Source: an optimization exercise on an open RTL-to-GDS flow (aim: small area, a short achievable clock period and few clock cycles per item). Production flows keep margins and buffers that such runs may drop.
Where RTL was checked, it was by simulation tests only, not by an equivalence proof against the original.

Setup of v47:
==> flow/design.v (excerpt) <==
module pow_stream #(
  parameter int DATA_W = 32,
  parameter int EXP_W  = 3,
  parameter int ID_W   = 1
) (
  input  logic              clk,
  input  logic              aresetn,
  input  logic              s_tvalid,
  output logic              s_tready,
  input  logic [DATA_W-1:0] s_tdata,
  input  logic [EXP_W-1:0]  s_texp,
  input  logic [ID_W-1:0]   s_tid,
  input  logic              s_tlast,
  output logic              m_tvalid,
  input  logic              m_tready,
  output logic [DATA_W-1:0] m_tdata,
  output logic [ID_W-1:0]   m_tid,
  output logic              m_tlast,
  output logic              m_tovf
);
  logic              r_busy;
  logic [1:0]        r_ops;     
  logic [3:0]        r_sel;     
  logic [DATA_W-1:0] r_p;
  logic [DATA_W-1:0] r_x;
  logic [ID_W-1:0]   r_id;
  logic              r_last;
  logic              o_v;
  logic [DATA_W-1:0] o_data;
  logic [ID_W-1:0]   o_id;
  logic              o_last;
  logic              w_out_free;
  logic              w_done;
  logic              w_step;
  logic              w_take;
  logic [DATA_W-1:0] w_prod;
  logic [1:0]        w_ops;
  logic [3:0]        w_sel;
  logic [DATA_W-1:0] mm_a, mm_b, mm_y;
  logic mm_n0;
  logic mm_n1;
  logic mm_n2;
  logic mm_n3;
  logic mm_n4;
  logic mm_n5;
  logic mm_n6;
  logic mm_n7;
  logic mm_n8;
  logic mm_n9;
  logic mm_n10;
  logic mm_n11;
  logic mm_n12;
  logic mm_n13;
  logic mm_n14;
  logic mm_n15;
  logic mm_n16;
  logic mm_n17;
  logic mm_n18;
  logic mm_n19;
  logic mm_n20;
  logic mm_n21;
  logic mm_n22;
  logic mm_n23;
  logic mm_n24;
  logic mm_n25;
  logic mm_n26;
  logic mm_n27;
  logic mm_n28;
  logic mm_n29;
  logic mm_n30;
  logic mm_n31;
  logic mm_n32;
  logic mm_n33;
  logic mm_n34;
  logic mm_n35;
  logic mm_n36;
  logic mm_n37;
  logic mm_n38;
  logic mm_n39;
  logic mm_n40;
  logic mm_n41;
  logic mm_n42;
  logic mm_n43;
  logic mm_n44;
  logic mm_n45;
  logic mm_n46;
  logic mm_n47;
  logic mm_n48;
  logic mm_n49;
  logic mm_n50;
  logic mm_n51;
  logic mm_n52;
  logic mm_n53;
  logic mm_n54;
  logic mm_n55;
  logic mm_n56;
  logic mm_n57;
  logic mm_n58;
  logic mm_n59;
  logic mm_n60;
  logic mm_n61;
  logic mm_n62;
  logic mm_n63;
  logic mm_n64;
  logic mm_n65;
  logic mm_n66;
  logic mm_n67;
  logic mm_n68;
  logic mm_n69;
  logic mm_n70;
  logic mm_n71;
  logic mm_n72;
  logic mm_n73;
  ...
Size: about 1800 cells after synthesis, about 110 flip-flops, ~78 I/O pins, ~0.018 mm² of cells after synthesis.
==> flow/config.mk <==
export PLATFORM = sky130hd
export DESIGN_NAME = pow_stream
export DESIGN_NICKNAME = pow_stream
export VERILOG_FILES = /design/flow/design.v
export SDC_FILE = /design/flow/constraint.sdc
export NUM_CORES = 4
export LEC_CHECK = 0
export CAP_MARGIN = 20
export CORE_MARGIN = 2
export CORE_UTILIZATION = 40
export SETUP_SLACK_MARGIN = 2.5
export SLEW_MARGIN = 20
export TNS_END_PERCENT = 0
==> flow/constraint.sdc <==
create_clock -name core_clock -period 7.6 [get_ports {clk}]
set_input_delay 1.5200 -clock core_clock [delete_from_list [all_inputs] [get_ports {clk}]]
set_output_delay 1.5200 -clock core_clock [all_outputs]
set_load 0.01 [all_outputs]
run.sh (not shown) runs the stock make flow with config.mk's settings and CLKGATE_MAP_FILE= SYNTH_SCRIPT=/design/flow/synth_recipe.tcl, a recipe that flattens the netlist after the stock synthesis.
In summary, v47 completed successfully, with a layout that passed the timing, design-rule and antenna checks.
Testbench counts of v47, summed over its fixed seeds: cycles 16,916, items 8,000.
Setup changes, v47 to v40
Settings: swapping 40 for 60 in CORE_UTILIZATION; swapping 2.5 for 1.0 in SETUP_SLACK_MARGIN.
[summary]
Diff v47 -> v40: buffer and inverter count on the worst path dropped 5, routed wire length dropped about 7%.
Diff v47 -> v40: die area went down 33%; setup slack now larger.
Looking at critical path depth, v40 sits about 16% below v47.
v40 — post-CTS resize count 36% lower, v47 as reference
Worst setup slack before clock tree synthesis: v40 vs v47 up 470 ps
Compared with v47, v40 instantiates a smaller number of cells.
The critical path endpoint comes out r_p[22] in one run and r_p[27] in the other, namely in v40 and v47 respectively.
Share of the final layout cell area in sequential cells (higher): v40
## Diff of input files: v31 against v40
Settings: a change of CORE_UTILIZATION from 60 to 40; a change of SETUP_SLACK_MARGIN from 1.0 to 1.25.
### Flow results
Looking at number of filler instances in the final layout, v31 sits 1854 above v40. v31 — via count 347 lower, v40 as reference. Between v40 and v31, the cell count went up.
[inputs] v26 vs v31
Settings: SETUP_SLACK_MARGIN: 1.25 -> 2.0.
[summary]
v31 has lower synthesis-to-layout area growth than v26.
When v26 is measured against v31, its setup slack turns out 130 ps lower.
--- input diff v26..v1 ---
Settings: changing SETUP_SLACK_MARGIN from 2.0 to 1.0.
[summary]
Taking v26 as the reference, in v1 routed wire length lost about 10%; global routing usage on met1 lost 2.8 points; first-pass GRT wire length lost 9.6 mm; aggregate global-route resource usage lost 3.7 points. v1 against v26; post-cts sizing count is down by more than half. Note that the number of vias after detailed routing recorded for v1 amounts to 0.949 times the value seen in v26. Per the comparison of v1 with v26, total cell area at the placement stage was more or less identical; worst path setup slack after routing up 70 ps; hold slack flat. Going from v26 to v1, core utilization shrinks by 4.2 points.
### v1 -> v10
Settings: SETUP_SLACK_MARGIN: 1.0 -> 0.5.
### Flow results
From v1 to v10 the numbers moved as follows: post-layout instance count excluding filler cells fell by about 1%, layout multi-input combinational cell count fell by 0.35%, area after synthesis stayed essentially flat, clock network contribution to total cell area rose by 0.16 points, critical path depth stayed essentially flat. v10: sequential share of layout area is 0.70 points higher than what v1 reported. Taking v1 as the reference, in v10 final period utilization went up, setup slack after layout saw a decrease.


== P ==
Another version of the RTL of pow_stream (not shown whole).
Size in the first run: roughly 2600 cells after synthesis, ~78 I/O pins, ~24000 sq um of cells after synthesis.
Settings: LEC_CHECK=0, CAP_MARGIN=20, CORE_MARGIN=2, CORE_UTILIZATION=40, SETUP_SLACK_MARGIN=3.0, SLEW_MARGIN=20, TNS_END_PERCENT=0; clock period 7.6 ns.
P: no failed stages, no open violations at the end
--- input diff P..Q ---
- SETUP_SLACK_MARGIN now 3.5, was 3.0
==> comparison <==
- Q went all the way through the flow, and no timing, DRC or antenna check failed.
- Reported for P and Q, number of iterations in the first detailed-routing pass turned out identical to the last digit.
- Q has final critical path time including I/O delays and setup below what P had.
- Q ends up with a combined buffer and inverter count along the critical path that is 1 higher than in P.
- Setup WNS P -> Q: better
No functional check of the RTL was part of any run of this note.


## 01-10
Another version of the RTL of pow_stream (not shown whole).
Size: about 78 I/O pins, about 24,000 um2 of cells after synthesis.
export LEC_CHECK = 0
export CAP_MARGIN = 20
export CORE_MARGIN = 2
export CORE_UTILIZATION = 40
export SETUP_SLACK_MARGIN = 3.0
export SLEW_MARGIN = 20
export TNS_END_PERCENT = 0
create_clock -name core_clock -period 7.6 [get_ports {clk}]
Testbench counts of 01-10, summed over its fixed seeds: cycles 18,241, items 8,000.
Inputs modified between 01-10 and 06-14:
# 01-10
export LEC_CHECK = 0
export CAP_MARGIN = 20
export CORE_MARGIN = 2
export CORE_UTILIZATION = 40
export SETUP_SLACK_MARGIN = 3.0
export SLEW_MARGIN = 20
export TNS_END_PERCENT = 0
create_clock -name core_clock -period 7.6 [get_ports {clk}]
# 06-14
export LEC_CHECK = 0
export CAP_MARGIN = 20
export CORE_MARGIN = 2
export CORE_UTILIZATION = 40
export SETUP_SLACK_MARGIN = 4.5
export SLEW_MARGIN = 20
export TNS_END_PERCENT = 0
create_clock -name core_clock -period 7.6 [get_ports {clk}]
[summary]
Re detailed-route wire length on metal 1: 06-14 and 01-10 aren't equal, and the higher value belongs to 06-14. Cmp 06-14 and 01-10 / final weighted congestion of routability-driven global placement / lower: 06-14. The capturing instance or port of the critical path comes out c_s1[30]$_DFF_P_ in one run and c_s1[28]$_DFF_P_ in the other, namely in 01-10 and 06-14 respectively. Routed wire length (01-10 / 06-14): 0.925. Side by side, clock buffer count in the final layout turned out higher in 06-14 than in 01-10.


Setup of JK:
pow_stream, a different RTL version from the one above (not shown whole).
For scale: about 300 flip-flops, ~78 I/O pins, about 0.024 mm² of cells after synthesis.
export LEC_CHECK = 0
export CAP_MARGIN = 20
export CORE_MARGIN = 2
export CORE_UTILIZATION = 40
export SETUP_SLACK_MARGIN = 1.0
export SLEW_MARGIN = 20
export TNS_END_PERCENT = 0
create_clock -name core_clock -period 7.6 [get_ports {clk}]
diff inputs: JK => MS
- removing TNS_END_PERCENT (formerly 0)
- removing SETUP_SLACK_MARGIN (formerly 1.0)
Results
- The total clock sinks was comparable across JK and MS.
- Going from JK to MS, non-clock buffer count ~0 delta.
- Looking at JK and MS, the utilization of the core after routing is a wash.
- Reported for JK and MS, count of antenna-violating nets left after detailed routing turned out identical to the last digit.
- MS finished all stages; the layout is clean.
- From JK to MS, routed wire length did not move at all.
- JK -> MS: diode insertion count for antenna repair delta 0, exact match
Inputs modified between MS and AL:
- setting SETUP_SLACK_MARGIN to 2.0 for the first time
- setting TNS_END_PERCENT to 0 for the first time
## What came out
There was hardly any difference in count of flip-flops and latches between MS and AL.
Via count: MS vs AL — no meaningful difference
Area added between synthesis and finish of MS is on par with AL.
Compared with MS, AL has extra setup slack.
Function was not checked in any run of this note: the RTL went through the layout flow alone.


Setup of old:
pow_stream with an RTL version that a note above also has.
Size: about 2400 cells after synthesis, ~320 flip-flops, ~78 I/O pins, about 24000 sq um of cells after synthesis.
// pow_stream
module pow_stream #(
  parameter int DATA_W = 32,
  parameter int EXP_W  = 3,
  parameter int ID_W   = 1
) (
  input  logic              clk,
  input  logic              aresetn,
  input  logic              s_tvalid,
  output logic              s_tready,
  input  logic [DATA_W-1:0] s_tdata,
  input  logic [EXP_W-1:0]  s_texp,
  input  logic [ID_W-1:0]   s_tid,
  input  logic              s_tlast,
  output logic              m_tvalid,
  input  logic              m_tready,
  output logic [DATA_W-1:0] m_tdata,
  output logic [ID_W-1:0]   m_tid,
  output logic              m_tlast,
  output logic              m_tovf
);
Settings: LEC_CHECK=0, CAP_MARGIN=20, CORE_MARGIN=2, CORE_UTILIZATION=55, SETUP_SLACK_MARGIN=4.5, SLEW_MARGIN=20, TNS_END_PERCENT=0; clock period 7.6 ns.
In summary, old completed successfully, with a layout that passed the timing, design-rule and antenna checks.
Testbench counts of old, summed over its fixed seeds: cycles 18,241, items 8,000.
## Diff of input files: new against old
Settings: SETUP_SLACK_MARGIN now 3.5, was 4.5; CORE_UTILIZATION now 40, was 55.
Results
new vs old: non-clock buffer count up by a few percent
Taking new over old, the number of cell rows ratio works out to 1.17.
Against old, new comes in 1 lower on instance count on the critical path.
Sequential share of layout area of old is on par with new.
Setup slack after layout delta (old -> new): insignificant
Every run in the comparison, new and old, completed the flow with a clean layout.


## run A
Another version of the RTL of pow_stream (not shown whole).
For scale: about 2300 cells after synthesis, roughly 78 I/O pins.
==> flow/config.mk <==
export PLATFORM = sky130hd
export DESIGN_NAME = pow_stream
export DESIGN_NICKNAME = pow_stream
export VERILOG_FILES = /design/flow/design.v
export SDC_FILE = /design/flow/constraint.sdc
export NUM_CORES = 4
export LEC_CHECK = 0
export CAP_MARGIN = 0
export CORE_MARGIN = 2
export CORE_UTILIZATION = 40
export SETUP_SLACK_MARGIN = 4.5
export SLEW_MARGIN = 0
export TNS_END_PERCENT = 0
==> flow/constraint.sdc <==
create_clock -name core_clock -period 7.6 [get_ports {clk}]
set_input_delay 1.5200 -clock core_clock [delete_from_list [all_inputs] [get_ports {clk}]]
set_output_delay 1.5200 -clock core_clock [all_outputs]
set_load 0.01 [all_outputs]
Both conditions hold for run A: the flow ran to the end and the final layout passed the timing, design-rule and antenna checks.
Testbench counts of run A, summed over its fixed seeds: cycles 18,241, items 8,000.
Modified inputs, run B compared to run A
-- flow/config.mk --
<<< run A, line 8
export CAP_MARGIN = 0
>>> run B, line 8
export CAP_MARGIN = 20
<<< run A, line 10
export CORE_UTILIZATION = 40
>>> run B, line 10
export CORE_UTILIZATION = 30
<<< run A, line 12
export SLEW_MARGIN = 0
>>> run B, line 12
export SLEW_MARGIN = 20
--- outcome ---
- Run A → run B: number of sinks handled by clock tree synthesis ~0 delta, worst-margin pin slew -17 ps, critical path depth +2.
- Run A | status: complete | timing, DRC, antenna: pass
- Run B: PASS, flow complete, no timing, DRC or antenna violations
- Where cell area after layout is concerned, run A is better than run B.
- Against run A, run B comes in 2.2% lower on total of clock buffers placed in the layout.
- Against run A, total placed instance area in run B rose slightly.
- Going from run A to run B, setup slack increased 11 ps; remaining max-slew budget at the tightest pin went up 1.3 points; cell count grew by about 7%.
[inputs] run C vs run B
-- flow/config.mk --
<<< run B, line 10
export CORE_UTILIZATION = 30
export SETUP_SLACK_MARGIN = 4.5
>>> run C, line 10
export CORE_UTILIZATION = 40
export SETUP_SLACK_MARGIN = 3.5
--- outcome ---
Run C vs. run B: met3 track demand over resource in global routing went up, critical path depth -4.
Run B → run C: relative area change from synthesis to final layout lost 1.3 points; via density per instance climbed 5.1%; global router's overall resource usage up 5.8 points.
Input-level comparison between run D and run C:
-- flow/config.mk --
<<< run C, line 11
export SETUP_SLACK_MARGIN = 3.5
>>> run D, line 11
export SETUP_SLACK_MARGIN = 4.5
Notes after the runs:
When run D is set beside run C, its global routing usage summed across all routing layers turns out to be 1.0 points larger.
Run D vs. run C: multi-input combinational cell area was more or less identical, final design area excluding fillers went up by about 0.37%, routed wire length per instance went up by about 1.2%.
When run D is measured against run C, its first-iteration DRC count turns out 11% lower.
Against run C, via count in run D rose slightly.
On clock buffer count, the higher figure sits with run C, not run D.
Per the comparison of run D with run C, synthesis-to-finish area growth grew by 0.44 points, share of the core filled with cells +0.18 points.
Changes in run E relative to run D:
-- flow/config.mk --
<<< run D, line 11
export SETUP_SLACK_MARGIN = 4.5
>>> run E, line 11
export SETUP_SLACK_MARGIN = 5.0
### Flow results
Between run D and run E, the difference in utilization is negligible.
Re final-layout clock buffer total: no difference whatsoever between run E and run D.
Run E | status: complete | timing, DRC, antenna: pass
Taking run D as the reference, in run E layout multi-input combinational cell count now sits at about the same level; overall via count from detail_route stayed essentially flat.


Another version of the RTL of pow_stream (not shown whole).
Size: ~2,400 cells after synthesis, roughly 110 flip-flops, about 20,000 um^2 of cells after synthesis.
clock: 7.6 ns
lec_check: 0
abc_area: 1
cap_margin: 20
core_margin: 2
core_utilization: 40
slew_margin: 20
Next try:
- ABC_AREA: 1 -> not set
- SETUP_SLACK_MARGIN: not set -> 1.0
=> Global-route usage decreases by 1.5 points; final area came out higher by 9.5%; worst setup slack gets better by 0.18 ns; non-clock buffer count came out higher by 65; synthesized area is higher by about 0.8%; fmax is higher by about 2.5%; worst hold slack improves by 0.017 ns; clock-buffer cell count is unchanged.
Next try:
- SETUP_SLACK_MARGIN: 1.0 -> not set
Effect: Setup slack got worse by 0.25 ns. Die area does not change. Cell area came out lower by about 9%. Count of clock-buffer cells in the layout stays the same.
Function was not checked in any run of this note: the RTL went through the layout flow alone.


pow_stream, a different RTL version from the one above (not shown whole).
Size: roughly 2500 cells after synthesis, ~360 flip-flops, about 0.026 mm2 of cells after synthesis.
Settings: LEC_CHECK=0, CAP_MARGIN=20, CORE_MARGIN=2, CORE_UTILIZATION=40, SETUP_SLACK_MARGIN=4.0, SLEW_MARGIN=20, TNS_END_PERCENT=0; clock period 7.6 ns.
Change:
Settings changed: SETUP_SLACK_MARGIN 4.0 to 3.5.
Outcome:
- synthesized area stays the same
- cell area fell by 1.3%
- sequential share of layout area rose by 0.26 points
- maximum frequency fell by 1.9%
No run of this note included a check of the RTL's function; only the layout flow was run.

-- re-timing with driven ports --
In the flow no input, the clock included, has a driving cell. The finished layouts below were timed again as built, in two steps.
Step 1: set_driving_cell puts a clkbuf_16 on clk and a buf_2 on each other input, an assumption about the parent block.
Step 2 times the ports against the registers' clock, not the clock port: input delays grow and output delays shrink by t, the midpoint of the rising clock arrivals with the driver on.
Slacks: no drivers / after step 1 / after step 2; pairs: no drivers / after step 1.
run | shift t [ns] | setup slack, ns | worst setup path at the end | clock arrival spread, ns | pins driven straight from the clock port
v47 | 0.447 | 0.889 / 0.889 / 0.889 | register to register | 0.013 / 0.014 | 1
v40 | 0.423 | 0.900 / 0.900 / 0.900 | register to register | 0.024 / 0.023 | 1
v31 | 0.441 | 1.020 / 1.020 / 1.020 | register to register | 0.013 / 0.014 | 1
v26 | 0.447 | 0.889 / 0.889 / 0.889 | register to register | 0.013 / 0.014 | 1
v1 | 0.446 | 0.959 / 0.959 / 0.959 | register to register | 0.015 / 0.016 | 1
v10 | 0.441 | 0.620 / 0.620 / 0.620 | register to register | 0.011 / 0.011 | 1
P | 0.599 | 3.003 / 3.003 / 3.003 | register to register | 0.031 / 0.030 | 1
Q | 0.620 | 3.438 / 3.438 / 3.100 | input to register | 0.020 / 0.020 | 1
01-10 | 0.582 | 2.921 / 2.921 / 2.921 | register to register | 0.046 / 0.046 | 1
06-14 | 0.615 | 3.515 / 3.515 / 3.278 | input to register | 0.025 / 0.025 | 1
JK | 0.619 | 1.998 / 1.998 / 1.998 | register to register | 0.035 / 0.035 | 1
MS | 0.619 | 1.998 / 1.998 / 1.998 | register to register | 0.035 / 0.035 | 1
AL | 0.617 | 2.323 / 2.323 / 2.323 | register to register | 0.033 / 0.033 | 1
old | 0.625 | 3.521 / 3.521 / 3.167 | input to register | 0.038 / 0.038 | 1
new | 0.599 | 3.521 / 3.521 / 3.118 | input to register | 0.031 / 0.031 | 1
run A | 0.615 | 3.552 / 3.552 / 3.274 | input to register | 0.022 / 0.021 | 1
run B | 0.611 | 3.563 / 3.540 / 3.074 | input to register | 0.020 / 0.020 | 1
run C | 0.619 | 3.454 / 3.438 / 3.354 | input to register | 0.029 / 0.029 | 1
run D | 0.613 | 3.549 / 3.549 / 3.270 | input to register | 0.021 / 0.021 | 1
run E | 0.613 | 3.549 / 3.549 / 3.270 | input to register | 0.021 / 0.021 | 1
the first run of note 7 | 0.408 | 0.308 / 0.308 / 0.308 | register to register | 0.016 / 0.016 | 1
the second run of note 7 | 0.406 | 0.488 / 0.488 / 0.488 | register to register | 0.007 / 0.007 | 1
the third run of note 7 | 0.410 | 0.234 / 0.234 / 0.234 | register to register | 0.010 / 0.010 | 1
the first run of note 8 | 0.604 | 3.559 / 3.559 / 3.304 | input to register | 0.028 / 0.028 | 1
the second run of note 8 | 0.619 | 3.481 / 3.481 / 2.932 | input to register | 0.030 / 0.030 | 1
After both steps setup and hold are still met in every run listed. The setup slack of the second run of note 8, which loses most, moves by 0.000 ns with the drivers and by -0.549 ns with both steps.
